Background: an optimization exercise with open tools, aiming at small area, a short achievable clock period and few clock cycles. Do not read the settings as production practice.
The RTL was checked by simulation tests, not by an equivalence proof against the original design.

$ cat constraint.sdc
create_clock -name core_clock -period 8.0 [get_ports {clk_i}]
set_input_delay 1.6000 -clock core_clock [delete_from_list [all_inputs] [get_ports {clk_i}]]
set_output_delay 1.6000 -clock core_clock [all_outputs]
set_load 0.01 [all_outputs]
$ cat config.mk
export PLATFORM = sky130hd
export DESIGN_NAME = proof_top
export DESIGN_NICKNAME = proof_top
export VERILOG_FILES = /design/flow/design.v
export SDC_FILE = /design/flow/constraint.sdc
export NUM_CORES = 4
export LEC_CHECK = 0
export CAP_MARGIN = 20
export CELL_PAD_IN_SITES_DETAIL_PLACEMENT = 1
export CORE_MARGIN = 2
export CORE_UTILIZATION = 35
export PLACE_DENSITY = 0.45
export SETUP_SLACK_MARGIN = 2.5
export SLEW_MARGIN = 20
export SYNTH_MEMORY_MAX_BITS = 16384
$ cat run.sh
#!/bin/bash
# synth_recipe.tcl (not shown) runs the flow's synth.tcl, then flattens the netlist and writes it again
# the make line also repeats each setting of config.mk as NAME=value (left out here)
make -C /OpenROAD-flow-scripts/flow DESIGN_CONFIG=/design/flow/config.mk WORK_HOME=/design/flow/orfs CLKGATE_MAP_FILE= SYNTH_SCRIPT=/design/flow/synth_recipe.tcl finish
$ cat design.v
`timescale 1ns/1ps
module field_mul (
	input  logic        clk_i,
	input  logic [60:0] a_i,
	input  logic [60:0] b_i,
	output logic [60:0] p_o
);
	logic [60:0] pp0;
	assign pp0 = ~(a_i & {61{b_i[0]}});
	logic [60:0] pp1;
	assign pp1 = ~({a_i[59:0], a_i[60:60]} & {61{b_i[1]}});
	logic [60:0] pp2;
	assign pp2 = ~({a_i[58:0], a_i[60:59]} & {61{b_i[2]}});
	logic [60:0] pp3;
	assign pp3 = ~({a_i[57:0], a_i[60:58]} & {61{b_i[3]}});
	logic [60:0] pp4;
	assign pp4 = ~({a_i[56:0], a_i[60:57]} & {61{b_i[4]}});
	logic [60:0] pp5;
	assign pp5 = ~({a_i[55:0], a_i[60:56]} & {61{b_i[5]}});
	logic [60:0] pp6;
	assign pp6 = ~({a_i[54:0], a_i[60:55]} & {61{b_i[6]}});
	logic [60:0] pp7;
	assign pp7 = ~({a_i[53:0], a_i[60:54]} & {61{b_i[7]}});
	logic [60:0] pp8;
	assign pp8 = ~({a_i[52:0], a_i[60:53]} & {61{b_i[8]}});
	logic [60:0] pp9;
	assign pp9 = ~({a_i[51:0], a_i[60:52]} & {61{b_i[9]}});
	logic [60:0] pp10;
	assign pp10 = ~({a_i[50:0], a_i[60:51]} & {61{b_i[10]}});
	logic [60:0] pp11;
	assign pp11 = ~({a_i[49:0], a_i[60:50]} & {61{b_i[11]}});
	logic [60:0] pp12;
	assign pp12 = ~({a_i[48:0], a_i[60:49]} & {61{b_i[12]}});
	logic [60:0] pp13;
	assign pp13 = ~({a_i[47:0], a_i[60:48]} & {61{b_i[13]}});
	logic [60:0] pp14;
	assign pp14 = ~({a_i[46:0], a_i[60:47]} & {61{b_i[14]}});
	logic [60:0] pp15;
	assign pp15 = ~({a_i[45:0], a_i[60:46]} & {61{b_i[15]}});
	logic [60:0] pp16;
	assign pp16 = ~({a_i[44:0], a_i[60:45]} & {61{b_i[16]}});
	logic [60:0] pp17;
	assign pp17 = ~({a_i[43:0], a_i[60:44]} & {61{b_i[17]}});
	logic [60:0] pp18;
	assign pp18 = ~({a_i[42:0], a_i[60:43]} & {61{b_i[18]}});
	logic [60:0] pp19;
	assign pp19 = ~({a_i[41:0], a_i[60:42]} & {61{b_i[19]}});
	logic [60:0] pp20;
	assign pp20 = ~({a_i[40:0], a_i[60:41]} & {61{b_i[20]}});
	logic [60:0] pp21;
	assign pp21 = ~({a_i[39:0], a_i[60:40]} & {61{b_i[21]}});
	logic [60:0] pp22;
	assign pp22 = ~({a_i[38:0], a_i[60:39]} & {61{b_i[22]}});
	logic [60:0] pp23;
	assign pp23 = ~({a_i[37:0], a_i[60:38]} & {61{b_i[23]}});
	logic [60:0] pp24;
	assign pp24 = ~({a_i[36:0], a_i[60:37]} & {61{b_i[24]}});
	logic [60:0] pp25;
	assign pp25 = ~({a_i[35:0], a_i[60:36]} & {61{b_i[25]}});
	logic [60:0] pp26;
	assign pp26 = ~({a_i[34:0], a_i[60:35]} & {61{b_i[26]}});
	logic [60:0] pp27;
	assign pp27 = ~({a_i[33:0], a_i[60:34]} & {61{b_i[27]}});
	logic [60:0] pp28;
	assign pp28 = ~({a_i[32:0], a_i[60:33]} & {61{b_i[28]}});
	logic [60:0] pp29;
	assign pp29 = ~({a_i[31:0], a_i[60:32]} & {61{b_i[29]}});
	logic [60:0] pp30;
	assign pp30 = ~({a_i[30:0], a_i[60:31]} & {61{b_i[30]}});
	logic [60:0] pp31;
	assign pp31 = ~({a_i[29:0], a_i[60:30]} & {61{b_i[31]}});
	logic [60:0] pp32;
	assign pp32 = ~({a_i[28:0], a_i[60:29]} & {61{b_i[32]}});
	logic [60:0] pp33;
	assign pp33 = ~({a_i[27:0], a_i[60:28]} & {61{b_i[33]}});
	logic [60:0] pp34;
	assign pp34 = ~({a_i[26:0], a_i[60:27]} & {61{b_i[34]}});
	logic [60:0] pp35;
	assign pp35 = ~({a_i[25:0], a_i[60:26]} & {61{b_i[35]}});
	logic [60:0] pp36;
	assign pp36 = ~({a_i[24:0], a_i[60:25]} & {61{b_i[36]}});
	logic [60:0] pp37;
	assign pp37 = ~({a_i[23:0], a_i[60:24]} & {61{b_i[37]}});
	logic [60:0] pp38;
	assign pp38 = ~({a_i[22:0], a_i[60:23]} & {61{b_i[38]}});
	logic [60:0] pp39;
	assign pp39 = ~({a_i[21:0], a_i[60:22]} & {61{b_i[39]}});
	logic [60:0] pp40;
	assign pp40 = ~({a_i[20:0], a_i[60:21]} & {61{b_i[40]}});
	logic [60:0] pp41;
	assign pp41 = ~({a_i[19:0], a_i[60:20]} & {61{b_i[41]}});
	logic [60:0] pp42;
	assign pp42 = ~({a_i[18:0], a_i[60:19]} & {61{b_i[42]}});
	logic [60:0] pp43;
	assign pp43 = ~({a_i[17:0], a_i[60:18]} & {61{b_i[43]}});
	logic [60:0] pp44;
	assign pp44 = ~({a_i[16:0], a_i[60:17]} & {61{b_i[44]}});
	logic [60:0] pp45;
	assign pp45 = ~({a_i[15:0], a_i[60:16]} & {61{b_i[45]}});
	logic [60:0] pp46;
	assign pp46 = ~({a_i[14:0], a_i[60:15]} & {61{b_i[46]}});
	logic [60:0] pp47;
	assign pp47 = ~({a_i[13:0], a_i[60:14]} & {61{b_i[47]}});
	logic [60:0] pp48;
	assign pp48 = ~({a_i[12:0], a_i[60:13]} & {61{b_i[48]}});
	logic [60:0] pp49;
	assign pp49 = ~({a_i[11:0], a_i[60:12]} & {61{b_i[49]}});
	logic [60:0] pp50;
	assign pp50 = ~({a_i[10:0], a_i[60:11]} & {61{b_i[50]}});
	logic [60:0] pp51;
	assign pp51 = ~({a_i[9:0], a_i[60:10]} & {61{b_i[51]}});
	logic [60:0] pp52;
	assign pp52 = ~({a_i[8:0], a_i[60:9]} & {61{b_i[52]}});
	logic [60:0] pp53;
	assign pp53 = ~({a_i[7:0], a_i[60:8]} & {61{b_i[53]}});
	logic [60:0] pp54;
	assign pp54 = ~({a_i[6:0], a_i[60:7]} & {61{b_i[54]}});
	logic [60:0] pp55;
	assign pp55 = ~({a_i[5:0], a_i[60:6]} & {61{b_i[55]}});
	logic [60:0] pp56;
	assign pp56 = ~({a_i[4:0], a_i[60:5]} & {61{b_i[56]}});
	logic [60:0] pp57;
	assign pp57 = ~({a_i[3:0], a_i[60:4]} & {61{b_i[57]}});
	logic [60:0] pp58;
	assign pp58 = ~({a_i[2:0], a_i[60:3]} & {61{b_i[58]}});
	logic [60:0] pp59;
	assign pp59 = ~({a_i[1:0], a_i[60:2]} & {61{b_i[59]}});
	logic [60:0] pp60;
	assign pp60 = ~({a_i[0:0], a_i[60:1]} & {61{b_i[60]}});
	logic [60:0] s0_0, c0_0, mj0_0;
	for (genvar q = 0; q < 61; q++) assign {mj0_0[q], s0_0[q]} = {1'b0, pp0[q]} + {1'b0, pp1[q]} + {1'b0, pp2[q]};
	assign c0_0 = {mj0_0[59:0], mj0_0[60:60]};
	logic [60:0] s0_1, c0_1, mj0_1;
	for (genvar q = 0; q < 61; q++) assign {mj0_1[q], s0_1[q]} = {1'b0, pp3[q]} + {1'b0, pp4[q]} + {1'b0, pp5[q]};
	assign c0_1 = {mj0_1[59:0], mj0_1[60:60]};
	logic [60:0] s0_2, c0_2, mj0_2;
	for (genvar q = 0; q < 61; q++) assign {mj0_2[q], s0_2[q]} = {1'b0, pp6[q]} + {1'b0, pp7[q]} + {1'b0, pp8[q]};
	assign c0_2 = {mj0_2[59:0], mj0_2[60:60]};
	logic [60:0] s0_3, c0_3, mj0_3;
	for (genvar q = 0; q < 61; q++) assign {mj0_3[q], s0_3[q]} = {1'b0, pp9[q]} + {1'b0, pp10[q]} + {1'b0, pp11[q]};
	assign c0_3 = {mj0_3[59:0], mj0_3[60:60]};
	logic [60:0] s0_4, c0_4, mj0_4;
	for (genvar q = 0; q < 61; q++) assign {mj0_4[q], s0_4[q]} = {1'b0, pp12[q]} + {1'b0, pp13[q]} + {1'b0, pp14[q]};
	assign c0_4 = {mj0_4[59:0], mj0_4[60:60]};
	logic [60:0] s0_5, c0_5, mj0_5;
	for (genvar q = 0; q < 61; q++) assign {mj0_5[q], s0_5[q]} = {1'b0, pp15[q]} + {1'b0, pp16[q]} + {1'b0, pp17[q]};
	assign c0_5 = {mj0_5[59:0], mj0_5[60:60]};
	logic [60:0] s0_6, c0_6, mj0_6;
	for (genvar q = 0; q < 61; q++) assign {mj0_6[q], s0_6[q]} = {1'b0, pp18[q]} + {1'b0, pp19[q]} + {1'b0, pp20[q]};
	assign c0_6 = {mj0_6[59:0], mj0_6[60:60]};
	logic [60:0] s0_7, c0_7, mj0_7;
	for (genvar q = 0; q < 61; q++) assign {mj0_7[q], s0_7[q]} = {1'b0, pp21[q]} + {1'b0, pp22[q]} + {1'b0, pp23[q]};
	assign c0_7 = {mj0_7[59:0], mj0_7[60:60]};
	logic [60:0] s0_8, c0_8, mj0_8;
	for (genvar q = 0; q < 61; q++) assign {mj0_8[q], s0_8[q]} = {1'b0, pp24[q]} + {1'b0, pp25[q]} + {1'b0, pp26[q]};
	assign c0_8 = {mj0_8[59:0], mj0_8[60:60]};
	logic [60:0] s0_9, c0_9, mj0_9;
	for (genvar q = 0; q < 61; q++) assign {mj0_9[q], s0_9[q]} = {1'b0, pp27[q]} + {1'b0, pp28[q]} + {1'b0, pp29[q]};
	assign c0_9 = {mj0_9[59:0], mj0_9[60:60]};
	logic [60:0] s0_10, c0_10, mj0_10;
	for (genvar q = 0; q < 61; q++) assign {mj0_10[q], s0_10[q]} = {1'b0, pp30[q]} + {1'b0, pp31[q]} + {1'b0, pp32[q]};
	assign c0_10 = {mj0_10[59:0], mj0_10[60:60]};
	logic [60:0] s0_11, c0_11, mj0_11;
	for (genvar q = 0; q < 61; q++) assign {mj0_11[q], s0_11[q]} = {1'b0, pp33[q]} + {1'b0, pp34[q]} + {1'b0, pp35[q]};
	assign c0_11 = {mj0_11[59:0], mj0_11[60:60]};
	logic [60:0] s0_12, c0_12, mj0_12;
	for (genvar q = 0; q < 61; q++) assign {mj0_12[q], s0_12[q]} = {1'b0, pp36[q]} + {1'b0, pp37[q]} + {1'b0, pp38[q]};
	assign c0_12 = {mj0_12[59:0], mj0_12[60:60]};
	logic [60:0] s0_13, c0_13, mj0_13;
	for (genvar q = 0; q < 61; q++) assign {mj0_13[q], s0_13[q]} = {1'b0, pp39[q]} + {1'b0, pp40[q]} + {1'b0, pp41[q]};
	assign c0_13 = {mj0_13[59:0], mj0_13[60:60]};
	logic [60:0] s0_14, c0_14, mj0_14;
	for (genvar q = 0; q < 61; q++) assign {mj0_14[q], s0_14[q]} = {1'b0, pp42[q]} + {1'b0, pp43[q]} + {1'b0, pp44[q]};
	assign c0_14 = {mj0_14[59:0], mj0_14[60:60]};
	logic [60:0] s0_15, c0_15, mj0_15;
	for (genvar q = 0; q < 61; q++) assign {mj0_15[q], s0_15[q]} = {1'b0, pp45[q]} + {1'b0, pp46[q]} + {1'b0, pp47[q]};
	assign c0_15 = {mj0_15[59:0], mj0_15[60:60]};
	logic [60:0] s0_16, c0_16, mj0_16;
	for (genvar q = 0; q < 61; q++) assign {mj0_16[q], s0_16[q]} = {1'b0, pp48[q]} + {1'b0, pp49[q]} + {1'b0, pp50[q]};
	assign c0_16 = {mj0_16[59:0], mj0_16[60:60]};
	logic [60:0] s0_17, c0_17, mj0_17;
	for (genvar q = 0; q < 61; q++) assign {mj0_17[q], s0_17[q]} = {1'b0, pp51[q]} + {1'b0, pp52[q]} + {1'b0, pp53[q]};
	assign c0_17 = {mj0_17[59:0], mj0_17[60:60]};
	logic [60:0] s0_18, c0_18, mj0_18;
	for (genvar q = 0; q < 61; q++) assign {mj0_18[q], s0_18[q]} = {1'b0, pp54[q]} + {1'b0, pp55[q]} + {1'b0, pp56[q]};
	assign c0_18 = {mj0_18[59:0], mj0_18[60:60]};
	logic [60:0] s0_19, c0_19, mj0_19;
	for (genvar q = 0; q < 61; q++) assign {mj0_19[q], s0_19[q]} = {1'b0, pp57[q]} + {1'b0, pp58[q]} + {1'b0, pp59[q]};
	assign c0_19 = {mj0_19[59:0], mj0_19[60:60]};
	logic [60:0] s1_20, c1_20, mj1_20;
	for (genvar q = 0; q < 61; q++) assign {mj1_20[q], s1_20[q]} = {1'b0, s0_0[q]} + {1'b0, c0_0[q]} + {1'b0, s0_1[q]};
	assign c1_20 = {mj1_20[59:0], mj1_20[60:60]};
	logic [60:0] s1_21, c1_21, mj1_21;
	for (genvar q = 0; q < 61; q++) assign {mj1_21[q], s1_21[q]} = {1'b0, c0_1[q]} + {1'b0, s0_2[q]} + {1'b0, c0_2[q]};
	assign c1_21 = {mj1_21[59:0], mj1_21[60:60]};
	logic [60:0] s1_22, c1_22, mj1_22;
	for (genvar q = 0; q < 61; q++) assign {mj1_22[q], s1_22[q]} = {1'b0, s0_3[q]} + {1'b0, c0_3[q]} + {1'b0, s0_4[q]};
	assign c1_22 = {mj1_22[59:0], mj1_22[60:60]};
	logic [60:0] s1_23, c1_23, mj1_23;
	for (genvar q = 0; q < 61; q++) assign {mj1_23[q], s1_23[q]} = {1'b0, c0_4[q]} + {1'b0, s0_5[q]} + {1'b0, c0_5[q]};
	assign c1_23 = {mj1_23[59:0], mj1_23[60:60]};
	logic [60:0] s1_24, c1_24, mj1_24;
	for (genvar q = 0; q < 61; q++) assign {mj1_24[q], s1_24[q]} = {1'b0, s0_6[q]} + {1'b0, c0_6[q]} + {1'b0, s0_7[q]};
	assign c1_24 = {mj1_24[59:0], mj1_24[60:60]};
	logic [60:0] s1_25, c1_25, mj1_25;
	for (genvar q = 0; q < 61; q++) assign {mj1_25[q], s1_25[q]} = {1'b0, c0_7[q]} + {1'b0, s0_8[q]} + {1'b0, c0_8[q]};
	assign c1_25 = {mj1_25[59:0], mj1_25[60:60]};
	logic [60:0] s1_26, c1_26, mj1_26;
	for (genvar q = 0; q < 61; q++) assign {mj1_26[q], s1_26[q]} = {1'b0, s0_9[q]} + {1'b0, c0_9[q]} + {1'b0, s0_10[q]};
	assign c1_26 = {mj1_26[59:0], mj1_26[60:60]};
	logic [60:0] s1_27, c1_27, mj1_27;
	for (genvar q = 0; q < 61; q++) assign {mj1_27[q], s1_27[q]} = {1'b0, c0_10[q]} + {1'b0, s0_11[q]} + {1'b0, c0_11[q]};
	assign c1_27 = {mj1_27[59:0], mj1_27[60:60]};
	logic [60:0] s1_28, c1_28, mj1_28;
	for (genvar q = 0; q < 61; q++) assign {mj1_28[q], s1_28[q]} = {1'b0, s0_12[q]} + {1'b0, c0_12[q]} + {1'b0, s0_13[q]};
	assign c1_28 = {mj1_28[59:0], mj1_28[60:60]};
	logic [60:0] s1_29, c1_29, mj1_29;
	for (genvar q = 0; q < 61; q++) assign {mj1_29[q], s1_29[q]} = {1'b0, c0_13[q]} + {1'b0, s0_14[q]} + {1'b0, c0_14[q]};
	assign c1_29 = {mj1_29[59:0], mj1_29[60:60]};
	logic [60:0] s1_30, c1_30, mj1_30;
	for (genvar q = 0; q < 61; q++) assign {mj1_30[q], s1_30[q]} = {1'b0, s0_15[q]} + {1'b0, c0_15[q]} + {1'b0, s0_16[q]};
	assign c1_30 = {mj1_30[59:0], mj1_30[60:60]};
	logic [60:0] s1_31, c1_31, mj1_31;
	for (genvar q = 0; q < 61; q++) assign {mj1_31[q], s1_31[q]} = {1'b0, c0_16[q]} + {1'b0, s0_17[q]} + {1'b0, c0_17[q]};
	assign c1_31 = {mj1_31[59:0], mj1_31[60:60]};
	logic [60:0] s1_32, c1_32, mj1_32;
	for (genvar q = 0; q < 61; q++) assign {mj1_32[q], s1_32[q]} = {1'b0, s0_18[q]} + {1'b0, c0_18[q]} + {1'b0, s0_19[q]};
	assign c1_32 = {mj1_32[59:0], mj1_32[60:60]};
	logic [60:0] s2_33, c2_33, mj2_33;
	for (genvar q = 0; q < 61; q++) assign {mj2_33[q], s2_33[q]} = {1'b0, s1_20[q]} + {1'b0, c1_20[q]} + {1'b0, s1_21[q]};
	assign c2_33 = {mj2_33[59:0], mj2_33[60:60]};
	logic [60:0] s2_34, c2_34, mj2_34;
	for (genvar q = 0; q < 61; q++) assign {mj2_34[q], s2_34[q]} = {1'b0, c1_21[q]} + {1'b0, s1_22[q]} + {1'b0, c1_22[q]};
	assign c2_34 = {mj2_34[59:0], mj2_34[60:60]};
	logic [60:0] s2_35, c2_35, mj2_35;
	for (genvar q = 0; q < 61; q++) assign {mj2_35[q], s2_35[q]} = {1'b0, s1_23[q]} + {1'b0, c1_23[q]} + {1'b0, s1_24[q]};
	assign c2_35 = {mj2_35[59:0], mj2_35[60:60]};
	logic [60:0] s2_36, c2_36, mj2_36;
	for (genvar q = 0; q < 61; q++) assign {mj2_36[q], s2_36[q]} = {1'b0, c1_24[q]} + {1'b0, s1_25[q]} + {1'b0, c1_25[q]};
	assign c2_36 = {mj2_36[59:0], mj2_36[60:60]};
	logic [60:0] s2_37, c2_37, mj2_37;
	for (genvar q = 0; q < 61; q++) assign {mj2_37[q], s2_37[q]} = {1'b0, s1_26[q]} + {1'b0, c1_26[q]} + {1'b0, s1_27[q]};
	assign c2_37 = {mj2_37[59:0], mj2_37[60:60]};
	logic [60:0] s2_38, c2_38, mj2_38;
	for (genvar q = 0; q < 61; q++) assign {mj2_38[q], s2_38[q]} = {1'b0, c1_27[q]} + {1'b0, s1_28[q]} + {1'b0, c1_28[q]};
	assign c2_38 = {mj2_38[59:0], mj2_38[60:60]};
	logic [60:0] s2_39, c2_39, mj2_39;
	for (genvar q = 0; q < 61; q++) assign {mj2_39[q], s2_39[q]} = {1'b0, s1_29[q]} + {1'b0, c1_29[q]} + {1'b0, s1_30[q]};
	assign c2_39 = {mj2_39[59:0], mj2_39[60:60]};
	logic [60:0] s2_40, c2_40, mj2_40;
	for (genvar q = 0; q < 61; q++) assign {mj2_40[q], s2_40[q]} = {1'b0, c1_30[q]} + {1'b0, s1_31[q]} + {1'b0, c1_31[q]};
	assign c2_40 = {mj2_40[59:0], mj2_40[60:60]};
	logic [60:0] s2_41, c2_41, mj2_41;
	for (genvar q = 0; q < 61; q++) assign {mj2_41[q], s2_41[q]} = {1'b0, s1_32[q]} + {1'b0, c1_32[q]} + {1'b0, c0_19[q]};
	assign c2_41 = {mj2_41[59:0], mj2_41[60:60]};
	logic [60:0] s3_42, c3_42, mj3_42;
	for (genvar q = 0; q < 61; q++) assign {mj3_42[q], s3_42[q]} = {1'b0, s2_33[q]} + {1'b0, c2_33[q]} + {1'b0, s2_34[q]};
	assign c3_42 = {mj3_42[59:0], mj3_42[60:60]};
	logic [60:0] s3_43, c3_43, mj3_43;
	for (genvar q = 0; q < 61; q++) assign {mj3_43[q], s3_43[q]} = {1'b0, c2_34[q]} + {1'b0, s2_35[q]} + {1'b0, c2_35[q]};
	assign c3_43 = {mj3_43[59:0], mj3_43[60:60]};
	logic [60:0] s3_44, c3_44, mj3_44;
	for (genvar q = 0; q < 61; q++) assign {mj3_44[q], s3_44[q]} = {1'b0, s2_36[q]} + {1'b0, c2_36[q]} + {1'b0, s2_37[q]};
	assign c3_44 = {mj3_44[59:0], mj3_44[60:60]};
	logic [60:0] s3_45, c3_45, mj3_45;
	for (genvar q = 0; q < 61; q++) assign {mj3_45[q], s3_45[q]} = {1'b0, c2_37[q]} + {1'b0, s2_38[q]} + {1'b0, c2_38[q]};
	assign c3_45 = {mj3_45[59:0], mj3_45[60:60]};
	logic [60:0] s3_46, c3_46, mj3_46;
	for (genvar q = 0; q < 61; q++) assign {mj3_46[q], s3_46[q]} = {1'b0, s2_39[q]} + {1'b0, c2_39[q]} + {1'b0, s2_40[q]};
	assign c3_46 = {mj3_46[59:0], mj3_46[60:60]};
	logic [60:0] s3_47, c3_47, mj3_47;
	for (genvar q = 0; q < 61; q++) assign {mj3_47[q], s3_47[q]} = {1'b0, c2_40[q]} + {1'b0, s2_41[q]} + {1'b0, c2_41[q]};
	assign c3_47 = {mj3_47[59:0], mj3_47[60:60]};
	logic [60:0] s4_48, c4_48, mj4_48;
	for (genvar q = 0; q < 61; q++) assign {mj4_48[q], s4_48[q]} = {1'b0, s3_42[q]} + {1'b0, c3_42[q]} + {1'b0, s3_43[q]};
	assign c4_48 = {mj4_48[59:0], mj4_48[60:60]};
	logic [60:0] s4_49, c4_49, mj4_49;
	for (genvar q = 0; q < 61; q++) assign {mj4_49[q], s4_49[q]} = {1'b0, c3_43[q]} + {1'b0, s3_44[q]} + {1'b0, c3_44[q]};
	assign c4_49 = {mj4_49[59:0], mj4_49[60:60]};
	logic [60:0] s4_50, c4_50, mj4_50;
	for (genvar q = 0; q < 61; q++) assign {mj4_50[q], s4_50[q]} = {1'b0, s3_45[q]} + {1'b0, c3_45[q]} + {1'b0, s3_46[q]};
	assign c4_50 = {mj4_50[59:0], mj4_50[60:60]};
	logic [60:0] s4_51, c4_51, mj4_51;
	for (genvar q = 0; q < 61; q++) assign {mj4_51[q], s4_51[q]} = {1'b0, c3_46[q]} + {1'b0, s3_47[q]} + {1'b0, c3_47[q]};
	assign c4_51 = {mj4_51[59:0], mj4_51[60:60]};
	logic [60:0] s5_52, c5_52, mj5_52;
	for (genvar q = 0; q < 61; q++) assign {mj5_52[q], s5_52[q]} = {1'b0, s4_48[q]} + {1'b0, c4_48[q]} + {1'b0, s4_49[q]};
	assign c5_52 = {mj5_52[59:0], mj5_52[60:60]};
	logic [60:0] s5_53, c5_53, mj5_53;
	for (genvar q = 0; q < 61; q++) assign {mj5_53[q], s5_53[q]} = {1'b0, c4_49[q]} + {1'b0, s4_50[q]} + {1'b0, c4_50[q]};
	assign c5_53 = {mj5_53[59:0], mj5_53[60:60]};
	logic [60:0] s5_54, c5_54, mj5_54;
	for (genvar q = 0; q < 61; q++) assign {mj5_54[q], s5_54[q]} = {1'b0, s4_51[q]} + {1'b0, c4_51[q]} + {1'b0, pp60[q]};
	assign c5_54 = {mj5_54[59:0], mj5_54[60:60]};
	logic [60:0] s6_55, c6_55, mj6_55;
	for (genvar q = 0; q < 61; q++) assign {mj6_55[q], s6_55[q]} = {1'b0, s5_52[q]} + {1'b0, c5_52[q]} + {1'b0, s5_53[q]};
	assign c6_55 = {mj6_55[59:0], mj6_55[60:60]};
	logic [60:0] s6_56, c6_56, mj6_56;
	for (genvar q = 0; q < 61; q++) assign {mj6_56[q], s6_56[q]} = {1'b0, c5_53[q]} + {1'b0, s5_54[q]} + {1'b0, c5_54[q]};
	assign c6_56 = {mj6_56[59:0], mj6_56[60:60]};
	logic [60:0] s7_57, c7_57, mj7_57;
	for (genvar q = 0; q < 61; q++) assign {mj7_57[q], s7_57[q]} = {1'b0, s6_55[q]} + {1'b0, c6_55[q]} + {1'b0, s6_56[q]};
	assign c7_57 = {mj7_57[59:0], mj7_57[60:60]};
	logic [60:0] pr0;
	logic [60:0] pr1;
	logic [60:0] pr2;
	always_ff @(posedge clk_i)
	begin
		pr0 <= s7_57;
		pr1 <= c7_57;
		pr2 <= c6_56;
	end
	logic [60:0] s8_58, c8_58, mj8_58;
	for (genvar q = 0; q < 61; q++) assign {mj8_58[q], s8_58[q]} = {1'b0, pr0[q]} + {1'b0, pr1[q]} + {1'b0, pr2[q]};
	assign c8_58 = {mj8_58[59:0], mj8_58[60:60]};
	logic [60:0] g0, p0;
	assign g0 = ~s8_58 & ~c8_58;
	assign p0 = s8_58 ^ c8_58;
	logic [60:0] g1, p1;
	assign g1 = g0 | (p0 & {g0[59:0], 1'b0});
	assign p1 = p0 & {p0[59:0], {1{1'b1}}};
	logic [60:0] g2, p2;
	assign g2 = g1 | (p1 & {g1[58:0], 2'b0});
	assign p2 = p1 & {p1[58:0], {2{1'b1}}};
	logic [60:0] g3, p3;
	assign g3 = g2 | (p2 & {g2[56:0], 4'b0});
	assign p3 = p2 & {p2[56:0], {4{1'b1}}};
	logic [60:0] g4, p4;
	assign g4 = g3 | (p3 & {g3[52:0], 8'b0});
	assign p4 = p3 & {p3[52:0], {8{1'b1}}};
	logic [60:0] g5, p5;
	assign g5 = g4 | (p4 & {g4[44:0], 16'b0});
	assign p5 = p4 & {p4[44:0], {16{1'b1}}};
	logic [60:0] g6, p6;
	assign g6 = g5 | (p5 & {g5[28:0], 32'b0});
	assign p6 = p5 & {p5[28:0], {32{1'b1}}};
	logic cin;
	assign cin = g6[60] | p6[60];
	logic [60:0] cy;
	assign cy = {g6[59:0] | (p6[59:0] & {60{cin}}), cin};
	assign p_o = p0 ^ cy;
endmodule
`timescale 1ns/1ps
module scal_thread #(
	parameter bit ME = 1'b0
) (
	input  logic        clk_i,
	input  logic        arst_ni,
	input  logic        par_i,      
	input  logic        iss_i,      
	input  logic [60:0] prod_i,
	input  logic        in_sel_i,
	input  logic        in_valid_i,
	input  logic        in_last_i,
	input  logic [63:0] in_data_i,
	output logic        in_rdy_o,
	input  logic        out_sel_i,  
	input  logic        take_i,
	output logic [60:0] head_o,
	output logic        head_valid_o,
	output logic        head_last_o,
	output logic        idle_o,     
	output logic        want_o,     
	output logic        a_prod_o,
	output logic [60:0] a_reg_o,
	output logic        b_prod_o,
	output logic [60:0] b_reg_o
);
	typedef logic [60:0] fe_t;
	typedef enum logic [1:0] {ST_IN, ST_INV, ST_RAT, ST_OUT} state_t;
	typedef enum logic [1:0] {RP_PRE, RP_LOOP, RP_FIN} rph_t;
	localparam logic [3:0] SRC_ACC = 4'd6;
	localparam logic [3:0] SRC_S   = 4'd7;
	localparam logic [3:0] SRC_S2  = 4'd8;
	localparam logic [3:0] SRC_B   = 4'd9;    
	fe_t        slot [6];
	fe_t        acc;
	fe_t        s;          
	fe_t        s2;         
	state_t     state;
	logic       mode_q;     
	logic       in_mode;    
	logic [2:0] bcnt;       
	logic       in_done;    
	logic [2:0] fcnt;       
	logic       fold_ok;    
	logic [3:0] seg;        
	logic [4:0] sqc;        
	rph_t       rph;        
	logic [2:0] rm;         
	logic [1:0] rsub;       
	logic [5:0] cidx [2];   
	logic [2:0] crho [2];   
	logic [2:0] crho2 [2];  
	logic [1:0] clast;      
	logic [1:0] clast2;     
	logic [1:0] cval;       
	logic       ctog;       
	logic [6:0] nt;         
	logic [1:0] lv;         
	logic [1:0] lc;         
	logic [5:0] slot_free;
	logic       accept;
	logic       own;        
	logic [2:0] kk;         
	logic [5:0] last_idx;   
	assign own      = (par_i == ME);
	assign kk       = (state == ST_IN) ? (in_mode ? 3'd5 : 3'd4) : (mode_q ? 3'd5 : 3'd4);
	assign last_idx = mode_q ? 6'd63 : 6'd31;
	assign accept   = in_sel_i & in_valid_i & in_rdy_o;
	function automatic logic [4:0] seg_nsq(input logic [3:0] sg);
		case (sg)
			4'd0: seg_nsq = 5'd1;    
			4'd1: seg_nsq = 5'd1;    
			4'd2: seg_nsq = 5'd3;    
			4'd3: seg_nsq = 5'd1;    
			4'd4: seg_nsq = 5'd7;    
			4'd5: seg_nsq = 5'd14;   
			4'd6: seg_nsq = 5'd1;    
			4'd7: seg_nsq = 5'd29;   
			4'd8: seg_nsq = 5'd1;    
			default: seg_nsq = 5'd2;  
		endcase
	endfunction
	function automatic logic seg_mul_s(input logic [3:0] sg);
		seg_mul_s = (sg == 4'd2) || (sg == 4'd4) || (sg == 4'd5) || (sg == 4'd7);
	endfunction
	function automatic logic seg_wr_s(input logic [3:0] sg);
		seg_wr_s = (sg == 4'd1) || (sg == 4'd3) || (sg == 4'd4) || (sg == 4'd6) || (sg == 4'd9);
	endfunction
	function automatic logic [2:0] rho_slot(input logic [2:0] k1, input logic [5:0] i);
		logic [2:0] t;
		t = 3'd0;
		for (int b = 5; b >= 1; b--)
			if (!i[b])
				t = 3'(b - 1);
		if (t + 3'd1 > k1)
			t = k1 - 3'd1;
		rho_slot = k1 - 3'd1 - t;
	endfunction
	always_comb
	begin
		for (int m = 0; m < 6; m++)
		begin
			if (mode_q)
				slot_free[m] = (m >= 5) ||
					(&(cidx[0] | (6'h3F >> (m + 1))) && &(cidx[1] | (6'h3F >> (m + 1))));
			else
				slot_free[m] = (m >= 4) ||
					(&(cidx[0][4:0] | (5'h1F >> (m + 1))) && &(cidx[1][4:0] | (5'h1F >> (m + 1))));
		end
	end
	always_comb
	begin
		if (in_done)
			in_rdy_o = 1'b0;
		else if (state == ST_IN || bcnt == 3'd0)
			in_rdy_o = 1'b1;
		else if (state == ST_OUT)
			in_rdy_o = slot_free[bcnt - 3'd1];
		else
			in_rdy_o = 1'b0;
	end
	state_t     nstate;
	rph_t       nrph;
	logic [2:0] nbcnt, nfcnt, nrm;
	logic       nin_done, nmode, nin_mode;
	logic [3:0] nseg;
	logic [4:0] nsqc;
	logic [1:0] nrsub;
	logic [6:0] nnt;
	logic [1:0] nlv, nlc, ncval;
	logic       nctog;
	logic       acc_from_mul, acc_from_in;
	logic [1:0] c_we;       
	logic [5:0] slot_from_mul, slot_from_in;
	logic [1:0] take_c;
	logic       fold_step, out_start, out_end, nfold_ok;
	logic       cc;         
	logic       cc_we;      
	logic       cc_last;
	logic [2:0] cc_rho;
	logic [3:0] asrc, bsrc;
	fe_t        src_val [9];
	logic [8:0] src_mul;
	always_comb
	begin
		nstate   = state;
		nrph     = rph;
		nbcnt    = bcnt;
		nfcnt    = fcnt;
		nin_done = in_done;
		nin_mode = in_mode;
		nmode    = mode_q;
		nseg     = seg;
		nsqc     = sqc;
		nrm      = rm;
		nrsub    = rsub;
		nnt      = nt;
		nlv      = lv;
		nlc      = lc;
		nctog    = ctog;
		acc_from_mul  = 1'b0;
		acc_from_in   = 1'b0;
		c_we          = '0;
		slot_from_mul = '0;
		slot_from_in  = '0;
		out_start     = 1'b0;
		out_end       = 1'b0;
		take_c[0] = take_i & ~nt[0];
		take_c[1] = take_i & nt[0];
		ncval     = cval & ~take_c;
		if (take_i)
			nnt = nt + 7'd1;
		if (accept)
		begin
			nbcnt = bcnt + 3'd1;
			if (bcnt == 3'd0)
				nin_mode = in_data_i[0];
			else
				slot_from_in[bcnt - 3'd1] = 1'b1;
			if (bcnt == 3'd1)
				acc_from_in = 1'b1;
			if (in_last_i)
				nin_done = 1'b1;
		end
		fold_step = own && fold_ok;
		case (state)
			ST_IN:
			begin
				if (fold_step)
				begin
					acc_from_mul = 1'b1;
					nfcnt        = fcnt + 3'd1;
					if (fcnt == kk)
					begin
						c_we[1] = 1'b1;
						nmode   = in_mode;
						nstate  = ST_INV;
						nseg    = 4'd0;
						nsqc    = seg_nsq(4'd0);
					end
				end
			end
			ST_INV:
			begin
				if (own)
				begin
					acc_from_mul = 1'b1;
					if (sqc != 5'd0)
						nsqc = sqc - 5'd1;
					else
					begin
						c_we[0] = seg_wr_s(seg);
						nseg    = seg + 4'd1;
						nsqc    = seg_nsq(seg + 4'd1);
						if (seg == 4'd9)
						begin
							nstate = ST_RAT;
							nrph   = RP_PRE;
							nrm    = 3'd0;
							nrsub  = 2'd0;
						end
					end
				end
			end
			ST_RAT:
			begin
				if (own)
				begin
					case (rph)
						RP_PRE:
						begin
							case (rsub)
								2'd0: acc_from_mul = 1'b1;
								2'd1: slot_from_mul[kk] = 1'b1;
								default: c_we[1] = 1'b1;
							endcase
							nrsub = rsub + 2'd1;
							if (rsub == 2'd2)
							begin
								nrph  = RP_LOOP;
								nrsub = 2'd0;
							end
						end
						RP_LOOP:
						begin
							case (rsub)
								2'd0: begin acc_from_mul = 1'b1; nrsub = 2'd1; end
								2'd1: begin slot_from_mul[rm] = 1'b1; nrsub = 2'd2; end
								default:
								begin
									slot_from_mul[rm] = 1'b1;
									nrsub = 2'd0;
									nrm   = rm + 3'd1;
									if (rm == kk - 3'd2)
										nrph = RP_FIN;
								end
							endcase
						end
						default:
						begin
							slot_from_mul[kk - 3'd1] = 1'b1;
							nstate    = ST_OUT;
							out_start = 1'b1;
							ncval     = 2'b11;
							nnt       = '0;
							nbcnt     = 3'd0;
							nin_done  = 1'b0;
						end
					endcase
				end
			end
			default:  
			begin
				if (lv[par_i])
				begin
					if (!lc[par_i] && !cval[0])
						c_we[0] = 1'b1;
					if (lc[par_i] && !cval[1])
						c_we[1] = 1'b1;
				end
				ncval = ncval | c_we;
				if (own && nt == {1'b0, last_idx} + 7'd1)
				begin
					nstate  = ST_IN;
					out_end = 1'b1;
					nfcnt   = 3'd1;
				end
			end
		endcase
		nfold_ok = (nstate == ST_IN) && (bcnt >= nfcnt + 3'd2);
		cc       = out_start ? 1'b0 : ctog;
		cc_we    = c_we[cc] && (state == ST_OUT);
		cc_last  = out_start ? 1'b0 : (cc_we ? clast2[cc] : clast[cc]);
		cc_rho   = out_start ? kk - 3'd1 : (cc_we ? crho2[cc] : crho[cc]);
		asrc     = SRC_ACC;
		bsrc     = SRC_ACC;
		case (state)
			ST_IN:
			begin
				if (fold_step && fcnt == kk)
					bsrc = SRC_ACC;                       
				else
					bsrc = {1'b0, fold_step ? fcnt + 3'd1 : fcnt};
			end
			ST_INV:
			begin
				if (own && sqc == 5'd0 && seg == 4'd9)
					bsrc = {1'b0, kk};                    
				else if (sqc == 5'd1)
					bsrc = seg_mul_s(seg) ? SRC_S : SRC_S2;
			end
			ST_RAT:
			begin
				case (rph)
					RP_PRE:
					begin
						bsrc = {1'b0, kk};
						if (rsub == 2'd0)
							asrc = SRC_B;                 
						else if (rsub == 2'd1)
							asrc = SRC_S;                 
						else
							bsrc = 3'd0;                  
					end
					RP_LOOP:
					begin
						if (rsub == 2'd0)
							bsrc = {1'b0, rm};            
						else if (rsub == 2'd1)
						begin
							asrc = SRC_B;                 
							bsrc = {1'b0, rm};
						end
						else if (rm == kk - 3'd2)
						begin
							asrc = SRC_B;                 
							bsrc = {1'b0, kk - 3'd1};
						end
						else
							bsrc = {1'b0, rm + 3'd1};     
					end
					default:
					begin
						asrc = SRC_S;                     
						bsrc = {1'b0, cc_rho};
					end
				endcase
			end
			default:
			begin
				if (out_end)
					bsrc = 4'd1;                          
				else
				begin
					asrc = cc ? SRC_S2 : SRC_S;
					bsrc = {1'b0, cc_rho};
				end
			end
		endcase
		if (nstate == ST_OUT)
		begin
			nlv[par_i] = iss_i && !cc_last;
			nlc[par_i] = cc;
			if (iss_i)
				nctog = ~cc;
		end
		else
			nlv = '0;
		src_val[6] = acc;
		src_val[7] = s;
		src_val[8] = s2;
		src_mul[6] = acc_from_mul;
		src_mul[7] = c_we[0];
		src_mul[8] = c_we[1];
		for (int m = 0; m < 6; m++)
		begin
			src_val[m] = slot[m];
			src_mul[m] = slot_from_mul[m];
		end
		a_reg_o  = '0;
		b_reg_o  = '0;
		a_prod_o = 1'b0;
		b_prod_o = 1'b0;
		for (int i = 0; i < 9; i++)
		begin
			if (bsrc == 4'(i))
			begin
				b_reg_o  = b_reg_o | src_val[i];
				b_prod_o = b_prod_o | src_mul[i];
			end
		end
		for (int i = 6; i < 9; i++)
		begin
			if (asrc == 4'(i))
			begin
				a_reg_o  = a_reg_o | src_val[i];
				a_prod_o = a_prod_o | src_mul[i];
			end
		end
		if (asrc == SRC_B)
		begin
			a_reg_o  = b_reg_o;
			a_prod_o = b_prod_o;
		end
		idle_o = ((nstate == ST_IN) && !nfold_ok) || ((state == ST_OUT) && !out_sel_i);
		want_o = (state == ST_OUT) && out_sel_i;
	end
	logic [2:0] k1q;
	assign k1q = mode_q ? 3'd5 : 3'd4;
	always_ff @(posedge clk_i or negedge arst_ni)
	begin
		if (!arst_ni)
		begin
			state   <= ST_IN;
			rph     <= RP_PRE;
			mode_q  <= 1'b0;
			in_mode <= 1'b0;
			bcnt    <= '0;
			fcnt    <= 3'd1;
			fold_ok <= 1'b0;
			in_done <= 1'b0;
			seg     <= '0;
			sqc     <= '0;
			rm      <= '0;
			rsub    <= '0;
			cval    <= '0;
			ctog    <= 1'b0;
			nt      <= '0;
			lv      <= '0;
			lc      <= '0;
		end
		else
		begin
			state   <= nstate;
			rph     <= nrph;
			mode_q  <= nmode;
			in_mode <= nin_mode;
			bcnt    <= nbcnt;
			fcnt    <= nfcnt;
			in_done <= nin_done;
			seg     <= nseg;
			sqc     <= nsqc;
			rm      <= nrm;
			rsub    <= nrsub;
			cval    <= ncval;
			ctog    <= nctog;
			nt      <= nnt;
			lv      <= nlv;
			lc      <= nlc;
			if (own)
				fold_ok <= iss_i && nfold_ok;
		end
	end
	always_ff @(posedge clk_i)
	begin
		for (int c = 0; c < 2; c++)
		begin
			if (out_start)
			begin
				cidx[c]   <= 6'(c);
				crho[c]   <= rho_slot(k1q, 6'(c));
				crho2[c]  <= rho_slot(k1q, 6'(c + 2));
				clast[c]  <= 1'b0;
				clast2[c] <= 1'b0;
			end
			else if (c_we[c] && state == ST_OUT)
			begin
				cidx[c]   <= cidx[c] + 6'd2;
				crho[c]   <= crho2[c];
				crho2[c]  <= rho_slot(k1q, cidx[c] + 6'd4);
				clast[c]  <= clast2[c];
				clast2[c] <= (cidx[c] + 6'd4 == last_idx - 6'(1 - c));
			end
		end
	end
	always_ff @(posedge clk_i)
	begin
		acc <= acc_from_in ? in_data_i[60:0] : (acc_from_mul ? prod_i : acc);
		s   <= c_we[0] ? prod_i : s;
		s2  <= c_we[1] ? prod_i : s2;
		for (int m = 0; m < 6; m++)
			slot[m] <= slot_from_in[m] ? in_data_i[60:0] : (slot_from_mul[m] ? prod_i : slot[m]);
	end
	assign head_o       = nt[0] ? s2 : s;
	assign head_valid_o = (state == ST_OUT) && (nt[0] ? cval[1] : cval[0]);
	assign head_last_o  = (nt[5:0] == last_idx);
endmodule
`timescale 1ns/1ps
module proof_top (
	input  logic              clk_i,
	input  logic              arst_ni,
	input  logic              axi_valid_i,
	output logic              axi_ready_o,
	input  logic              axi_tlast_i,
	input  logic [63:0] axi_tdata_i,
	output logic              axi_valid_o,
	input  logic              axi_ready_i,
	output logic              axi_tlast_o,
	output logic [63:0] axi_tdata_o
);
	logic        par;         
	logic        iss;         
	logic [1:0]  idle, want;
	logic        in_thr;      
	logic        out_thr;     
	logic [60:0] opa, opb, prod;
	logic [60:0] a_reg [2];
	logic [60:0] b_reg [2];
	logic [1:0]  a_prod, b_prod;
	logic [60:0] s_th [2];
	logic [1:0]  s_valid, s_last, in_rdy, take;
	for (genvar t = 0; t < 2; t++)
	begin : g_thr
		scal_thread #(.ME(1'(t))) i_thread (
			.clk_i      (clk_i),
			.arst_ni    (arst_ni),
			.par_i      (par),
			.iss_i      (iss == 1'(t)),
			.prod_i     (prod),
			.in_sel_i   (in_thr == 1'(t)),
			.in_valid_i (axi_valid_i),
			.in_last_i  (axi_tlast_i),
			.in_data_i  (axi_tdata_i),
			.in_rdy_o   (in_rdy[t]),
			.out_sel_i  (out_thr == 1'(t)),
			.take_i     (take[t]),
			.head_o       (s_th[t]),
			.head_valid_o (s_valid[t]),
			.head_last_o  (s_last[t]),
			.idle_o     (idle[t]),
			.want_o     (want[t]),
			.a_prod_o   (a_prod[t]),
			.a_reg_o    (a_reg[t]),
			.b_prod_o   (b_prod[t]),
			.b_reg_o    (b_reg[t])
		);
	end
	field_mul i_field_mul (
		.clk_i (clk_i),
		.a_i   (opa),
		.b_i   (opb),
		.p_o   (prod)
	);
	assign iss = (idle[par] && want[~par]) ? ~par : par;
	always_ff @(posedge clk_i)
	begin
		opa <= (iss ? a_prod[1] : a_prod[0]) ? prod : (iss ? a_reg[1] : a_reg[0]);
		opb <= (iss ? b_prod[1] : b_prod[0]) ? prod : (iss ? b_reg[1] : b_reg[0]);
	end
	assign axi_ready_o = in_thr ? in_rdy[1] : in_rdy[0];
	assign axi_valid_o = out_thr ? s_valid[1] : s_valid[0];
	assign axi_tlast_o = out_thr ? s_last[1] : s_last[0];
	assign axi_tdata_o = {3'b000, out_thr ? s_th[1] : s_th[0]};
	assign take[0]     = axi_valid_o && axi_ready_i && !out_thr;
	assign take[1]     = axi_valid_o && axi_ready_i && out_thr;
	always_ff @(posedge clk_i or negedge arst_ni)
	begin
		if (!arst_ni)
		begin
			par     <= 1'b0;
			in_thr  <= 1'b0;
			out_thr <= 1'b0;
		end
		else
		begin
			par <= ~par;
			if (axi_valid_i && axi_ready_o && axi_tlast_i)
				in_thr <= ~in_thr;
			if (axi_valid_o && axi_ready_i && axi_tlast_o)
				out_thr <= ~out_thr;
		end
	end
endmodule
==> results.toml, run 1 <==
[route]
wl_um = 1012000
ant_nets = 0
routedWlPerCell_um = 42.91
drtIter0Drc = 18710
via_count = 146500
drcViolationCount = 0
drt_first_pass_iters = 6
viasPerCell = 6.212

[run]
max_cap_violations = 0

[critical_path]
cp.required_ns = 8.77
cp_common_cell = "fa_2"
crit_path_max_incr_delay_ns = 0.64
reg2reg_to = "i_field_mul.pr0[33]"
arrival_ns = 6.46
criticalPathCategory = "register to register"
reg2reg_depth = 16
startpoint_type = "register"
r2r-start = "opb[56]"
reg2reg_slack_ns = 2.31
end_kind = "register"
cp_max_fo = 5
critical_path.slowest_cell = "fa_2"
path_cells = "buf_16, buf_12, buf_16, buf_12, and2_4, fa_2, fa_2, fa_2, fa_2, fa_2, inv_2, fa_1, inv_2, fa_1, fa_2, inv_1"

[hold_path]
hold_start = "g_thr[0].i_thread.clast[0]"
holdPathStages = 2
holdPathEnd = "g_thr[0].i_thread.clast[0]"
hold_path.class = "register to register"

[timing]
tns_ns = 0
finalHoldViolCount = 0
tightest_slew_ns = 1.378
finalCritPeriodShare_pct = 71.08
fmax_mhz = 175.9
finalCriticalPeriod_ns = 5.686
rsz0062_at_grt = "yes"
finClkSkew_ns = 0.1493
slew_headroom_pct = 7.847
setup_viol = 0
worst_hold_slack_ns = 0.4603
drv_slew = 0

[placement]
dp_hpwl_um = 629800
routabilityCongestion = 0.9488
port_buffers = 129

[clock_network]
root_buffer = "clkbuf_16"
cts_tree = "yes"
insertion_delay_ns = 1.02
clk_path_buf_depth = 4
cts.sink_count = 1542
htreeDepth = 4
postCtsHoldBufs = 0
numCtsBuffers = 193
cts.clk_slew.worst_paths_ns = 0.06

[synth]
synth-seq-cells = 1542
netlist_top_cells_area = "fa_1 40%, edfxtp_1 19%, and2_1 13%, dfxtp_1 3.7%, o21ai_0 2.9%"
synthFlopType = "edfxtp_1"
synth.top_cell.area_share_pct = 40.45
synth-async-reset-ratio_pct = 5.642
syn_inst = 16360
synth_edf_count = 1122
synth_seq_area_share_pct = 23.85
synth_largest_area_cell = "fa_1"
synth_cell_type_count = 96
yosysWarnings = 17
netlist_area_sq_um = 178400
syn-mean-instance-area_sq_um = 10.90

[layout]
multi_input_area_sq_um = 131000
fin_util_pct = 41.15
area_growth_syn_to_layout_pct = 17.30
final_nets = 20240
drive_gt1_share_pct = 16.31
fillers = 53960
seq_area_sq_um = 42990

[global_route]
first_global_vias = 150800
antenna_found_initial = 270
grt_overflow_total = 0
track_usage_pct = 38.34
grt_max_degree = 117
grt_pass1_wl_um = 1343000

[die]
start_util_pct = 35.08
core-area_sq_um = 508400
boundaryPins = 136
die_w_um = 717.8
die_h_um = 717.8
rows = 262
dieArea_sq_um = 515300

[status]
outcome = "no timing/DRC/antenna violations"
[sequential cells by signal, summed over array words and instances (netlist names), 6 cells and up, named ones only]
register and flops:
i_field_mul.pr1 61, g_thr.i_thread.bcnt 6, g_thr.i_thread.rm 6, g_thr.i_thread.sqc 10
g_thr.i_thread.nt 14, opa 61, i_field_mul.pr2 61, opb 61
g_thr.i_thread.crho 12, g_thr.i_thread.fcnt 6, g_thr.i_thread.slot 732, g_thr.i_thread.s2 122
i_field_mul.pr0 61, g_thr.i_thread.acc 122, g_thr.i_thread.crho2 12, g_thr.i_thread.s 122
g_thr.i_thread.cidx 20, g_thr.i_thread.seg 8
[synth_stat cells (28+ instances only)]
cell type / instances
buf_2: 28
o211ai_1: 82
a32oi_1: 52
a31oi_1: 52
a221oi_1: 94
or2_2: 28
a211oi_1: 77
nand4_1: 154
nor2_1: 262
dfrtp_1: 85
a21o_1: 53
fa_1: 3604
ha_1: 163
a21oi_1: 459
edfxtp_1: 1122
clkbuf_1: 1309
xor2_1: 58
nand2_1: 1347
xnor2_1: 67
mux2i_1: 231
inv_1: 693
buf_1: 56
a22oi_1: 129
o21a_1: 33
nor2b_1: 89
and2_1: 3693
nor3_1: 72
mux2_2: 156
o22ai_1: 29
dfxtp_1: 333
nand3_1: 171
nand2b_1: 43
a222oi_1: 39
o21ai_0: 1049
[worst max-delay path by stage]
| stage | slack, ns | cells past startpoint | start | end |
|---|---|---|---|---|
| after floorplan | 2.92 | 9 | g_thr[1].i_thread.bcnt[0] | g_thr[1].i_thread.slot[3][0] |
| after global routing | 2.27 | 16 | opb[56] | i_field_mul.pr0[35] |
| after detailed placement | 1.12 | 17 | i_field_mul.pr2[20] | g_thr[0].i_thread.slot[1][59] |
| final | 2.31 | 16 | opb[56] | i_field_mul.pr0[33] |
| after global placement | 1.19 | 17 | i_field_mul.pr2[20] | g_thr[0].i_thread.slot[1][59] |
| after CTS | 2.28 | 16 | opb[56] | i_field_mul.pr0[33] |
[critical path: cells and delay by family (launching register included)]
family                   cells  cell delay (ns)
adder cells (fa/ha/maj)      8             4.20
buffers and inverters        7             0.71
flip-flops                   1             0.37
AND/OR/NAND/NOR              1             0.15
[cells by family after synthesis]
logic type	Yosys count	synth area share, %
xor gates and xnor gates	125	0.6138
muxes	392	2.326
and+or+nand+nor	5999	18.70
buffers and inverters	2097	4.450
adders and majority gates	3767	41.60
DFF	1542	23.85
AOI/OAI and AO/OA	2434	8.463
other	1	0.002103
[routing by layer]
layer  share of wire [%]  GRT usage (%)
met1                  36          46.63
met3                  14          15.52
met2                  42          55.84
met4                 8.2          25.62
met5                0.11              0
[layout make-up]
type | instances | share of cell area [%]
clock buffers | 266 | 2.515
flip-flops and latches | 1542 | 20.55
diodes | 289 | 0.3457
well taps | 6732 | 4.026
inverters | 698 | 1.257
clock inverters | 93 | 0.4378
repair buffers | 1245 | 8.252
multi-input cells | 12720 | 62.62
[metrics by stage]
stage               instances  area (sq um)  worst slack (ns)
floorplan               16360        178400             2.922
global placement        22330        188700             1.189
detailed placement      22330        188700             1.124
CTS                     23200        205800             2.279
global route            23370        208700             2.267
finish                  23590        209200             2.314
[what timing repair did]
action                                  in CTS  in global routing
pin swaps                                  685                501
hold endpoints to repair                     0                  0
gates cloned                                65                 19
endpoints found under the setup margin     827                384
resized for setup                          948                395
setup buffers                              442                 83
[cells in the final DEF (no fill, tap or decap), types with 96 or more instances in the layout]
cell type        netlist  routed
a21oi_1              459     424
a22oi_1              129     128
and2_1              3693    3598
and2_4                 0      96
buf_12                 0     315
buf_16                 0     120
buf_4                  4     510
buf_6                  2     103
clkbuf_16              0     214
clkdlybuf4s50_1        0     123
dfxtp_1              333     211
dfxtp_4                0     110
diode_2                0     289
edfxtp_1            1122    1122
fa_1                3604    3023
fa_2                   0     581
ha_1                 163     143
inv_1                693     613
mux2_2               156     156
mux2i_1              231     229
nand2_1             1347    1332
nand3_1              171     169
nand4_1              154     154
nor2_1               262     243
o21ai_0             1049    1031
Testbench counts, summed over its fixed seeds: cycles 4,529.
==> run 2, diff against run 1 <==
--- a/config.mk
+++ b/config.mk
@@ -10,6 +10,6 @@
 export CORE_MARGIN = 2
 export CORE_UTILIZATION = 35
 export PLACE_DENSITY = 0.45
-export SETUP_SLACK_MARGIN = 2.5
+export SETUP_SLACK_MARGIN = 3.0
 export SLEW_MARGIN = 20
 export SYNTH_MEMORY_MAX_BITS = 16384
==> run 2 against run 1 <==
Compared with the run above: wire length shrank 1.6%; synthesized area did not move; clock-buffer cell count down 5; first-iteration DRC count decreased by 8.3%; non-clock buffer count up 193; utilization up 0.87 points; worst hold slack better by 0.0062 ns.
==> results.toml, run 2 <==
[route]
drt_first_pass_iters = 9
routedWlPerCell_um = 41.81
viasPerCell = 6.083
drcViolationCount = 0
via_count = 144900
ant_nets = 0
drtIter0Drc = 17160
wl_um = 996200

[synth]
netlist_area_sq_um = 178400
synth_edf_count = 1122
synth_most_common_cell = "and2_1"
synth.top_cell.area_share_pct = 40.45
netlist_top_cells_area = "fa_1 40%, edfxtp_1 19%, and2_1 13%, dfxtp_1 3.7%, o21ai_0 2.9%"
synth_cell_type_count = 96
synthTopCellsByCount = "3693 x and2_1, 3604 x fa_1, 1347 x nand2_1"
syn-mean-instance-area_sq_um = 10.90
synth_largest_area_cell = "fa_1"
syn_inst = 16360
synth_seq_area_share_pct = 23.85
yosysWarnings = 17
synthFlopType = "edfxtp_1"
synth-async-reset-ratio_pct = 5.642
synth-seq-cells = 1542

[timing]
setup_viol = 0
finalHoldViolCount = 0
slew_headroom_pct = 19.76
finClkSkew_ns = 0.08488
tns_ns = 0
drv_slew = 0
rsz0062_at_grt = "yes"
tightest_slew_ns = 1.201
fmax_mhz = 179.8
finalCriticalPeriod_ns = 5.562
finalCritPeriodShare_pct = 69.52
worst_hold_slack_ns = 0.4665

[clock_network]
clk_path_buf_depth = 4
insertion_delay_ns = 0.96
postCtsHoldBufs = 0
cts.sink_count = 1542
cts.clk_slew.worst_paths_ns = 0.06
numCtsBuffers = 192
cts_tree = "yes"
root_buffer = "clkbuf_16"
htreeDepth = 4

[global_route]
track_usage_pct = 37.55
grt_max_degree = 117
grt_pass1_wl_um = 1315000
antenna_found_initial = 253
first_global_vias = 151000
grt_overflow_total = 0

[die]
rows = 262
dieArea_sq_um = 515300
boundaryPins = 136
core-area_sq_um = 508400
die_w_um = 717.8
die_h_um = 717.8
start_util_pct = 35.08

[placement]
numPlacedInstances = 22360
dp_hpwl_um = 614100
port_buffers = 129
routabilityCongestion = 0.9850

[critical_path]
cp_max_fo = 8
startpoint_type = "register"
cp.required_ns = 8.82
reg2reg_slack_ns = 2.44
criticalPathCategory = "register to register"
arrival_ns = 6.38
end_kind = "register"

[layout]
final_nets = 20430
largest-register = "g_thr.i_thread.slot"
final_cell_mix = "3587 x and2_1, 3069 x fa_1, 1327 x nand2_1"
instances_no_fill = 23830
area_growth_syn_to_layout_pct = 19.77
fillers = 53920
largest_reg_flops = 732
layout_commonest_cell = "and2_1"
drive_gt1_share_pct = 18.43

[hold_path]
hold_path.class = "register to register"

[run]
max_cap_violations = 0

[status]
outcome = "no timing/DRC/antenna violations"
-- run 2: cell counts after synthesis --
Identical to the previous run, type by type.
-- run 2: path summary, 6_finish.rpt --
path,from,end,cells past startpoint
worst max-delay path,opa[19],i_field_mul.pr0[33],13
worst min-delay path,g_thr[0].i_thread.clast[0],g_thr[0].i_thread.clast[0],2
worst max register to register,opa[19],i_field_mul.pr0[33],13
worst min register to register,g_thr[0].i_thread.clast[0],g_thr[0].i_thread.clast[0],2
max in group asynchronous,arst_ni,g_thr[0].i_thread.nt[0],2
min in group asynchronous,arst_ni,g_thr[1].i_thread.bcnt[0],1
-- run 2: repair_timing --
action | 4_1_cts | 5_1_grt
pin swaps | 468 | 489
buffers inserted | 509 | 162
cloned | 66 | 39
resized for setup | 1183 | 685
setup endpoints to repair | 1791 | 624
-- run 2: logic make-up (layout without fill, tap and decap cells) --
logic type / count (synthesis) / count (layout) / share of synthesized area, %
compound gates: 2434 / 2434 / 8.463
xor+xnor: 125 / 125 / 0.6138
fa+ha+maj: 3767 / 3767 / 41.60
buf+inv: 2097 / 2494 / 4.450
flops: 1542 / 1542 / 23.85
mux: 392 / 392 / 2.326
other cells: 1 / 340 / 0.002103
simple gates: 5999 / 6000 / 18.70
-- run 2: worst max-delay path: stages, from the launching register on --
cell     delay (ns)
dfxtp_4        0.36
buf_16         0.17
buf_16         0.23
buf_12         0.14
and2_1         0.17
fa_1           0.53
fa_1           0.59
fa_1           0.45
fa_1           0.61
fa_1           0.48
fa_1           0.50
fa_1           0.52
fa_1           0.53
inv_1          0.04
-- run 2: layout make-up --
type | instances | area (sq um) | area share, %
clock inverters | 96 | 1106 | 0.5178
inverters | 698 | 2673 | 1.251
flip-flops and latches | 1542 | 43000 | 20.13
clock buffers | 261 | 5315 | 2.488
repair buffers | 1438 | 19790 | 9.264
repair inverters | 1 | 7.507 | 0.003515
well taps | 6732 | 8423 | 3.943
diodes | 337 | 843.3 | 0.3948
multi-input cells | 12720 | 132400 | 62.01
-- run 2: per-stage QoR --
stage / worst slack (ns) / utilization, % / instance area (sq um)
finish: 2.438 / 42.01 / 213600
global route: 2.410 / 41.88 / 212900
CTS: 2.516 / 40.89 / 207900
detailed placement: 1.344 / 37.10 / 188600
global placement: 1.314 / 37.09 / 188600
floorplan: 3.084 / - / 178400
-- run 2: metal layers --
layer / up-vias / GRT usage, % / routed length, um
met5: - / 0.04623 / 520
met4: 76 / 25.50 / 86000
met3: 2972 / 13.01 / 120000
met2: 9236 / 57.39 / 436800
met1: 78320 / 44.63 / 352900
li1: 54330 / - / -

## separate check: timing with driven ports
The flow's constraints put no driver on any port. The routed layouts listed below were extracted and timed again, unchanged, in two steps.
Step 1: set_driving_cell puts a clkbuf_16 on clk_i and a buf_2 on each other input, an assumption about the parent block.
Step 2 also shifts input and output timing later by t, the mid clock arrival at the registers, as if the neighbouring blocks saw the same clock.
Slacks: ideal / step 1 / step 2; pairs: ideal / step 1.
| run | t (ns) | setup slack, ns | worst setup path at the end | latest minus earliest clock arrival (ns) |
|---|---|---|---|---|
| run 1 | 1.095 | 2.314 / 2.193 / 2.314 | register to register | 0.150 / 0.151 |
| run 2 | 1.070 | 2.438 / 2.438 / 2.438 | register to register | 0.090 / 0.090 |
After both steps every run listed still meets setup and hold.
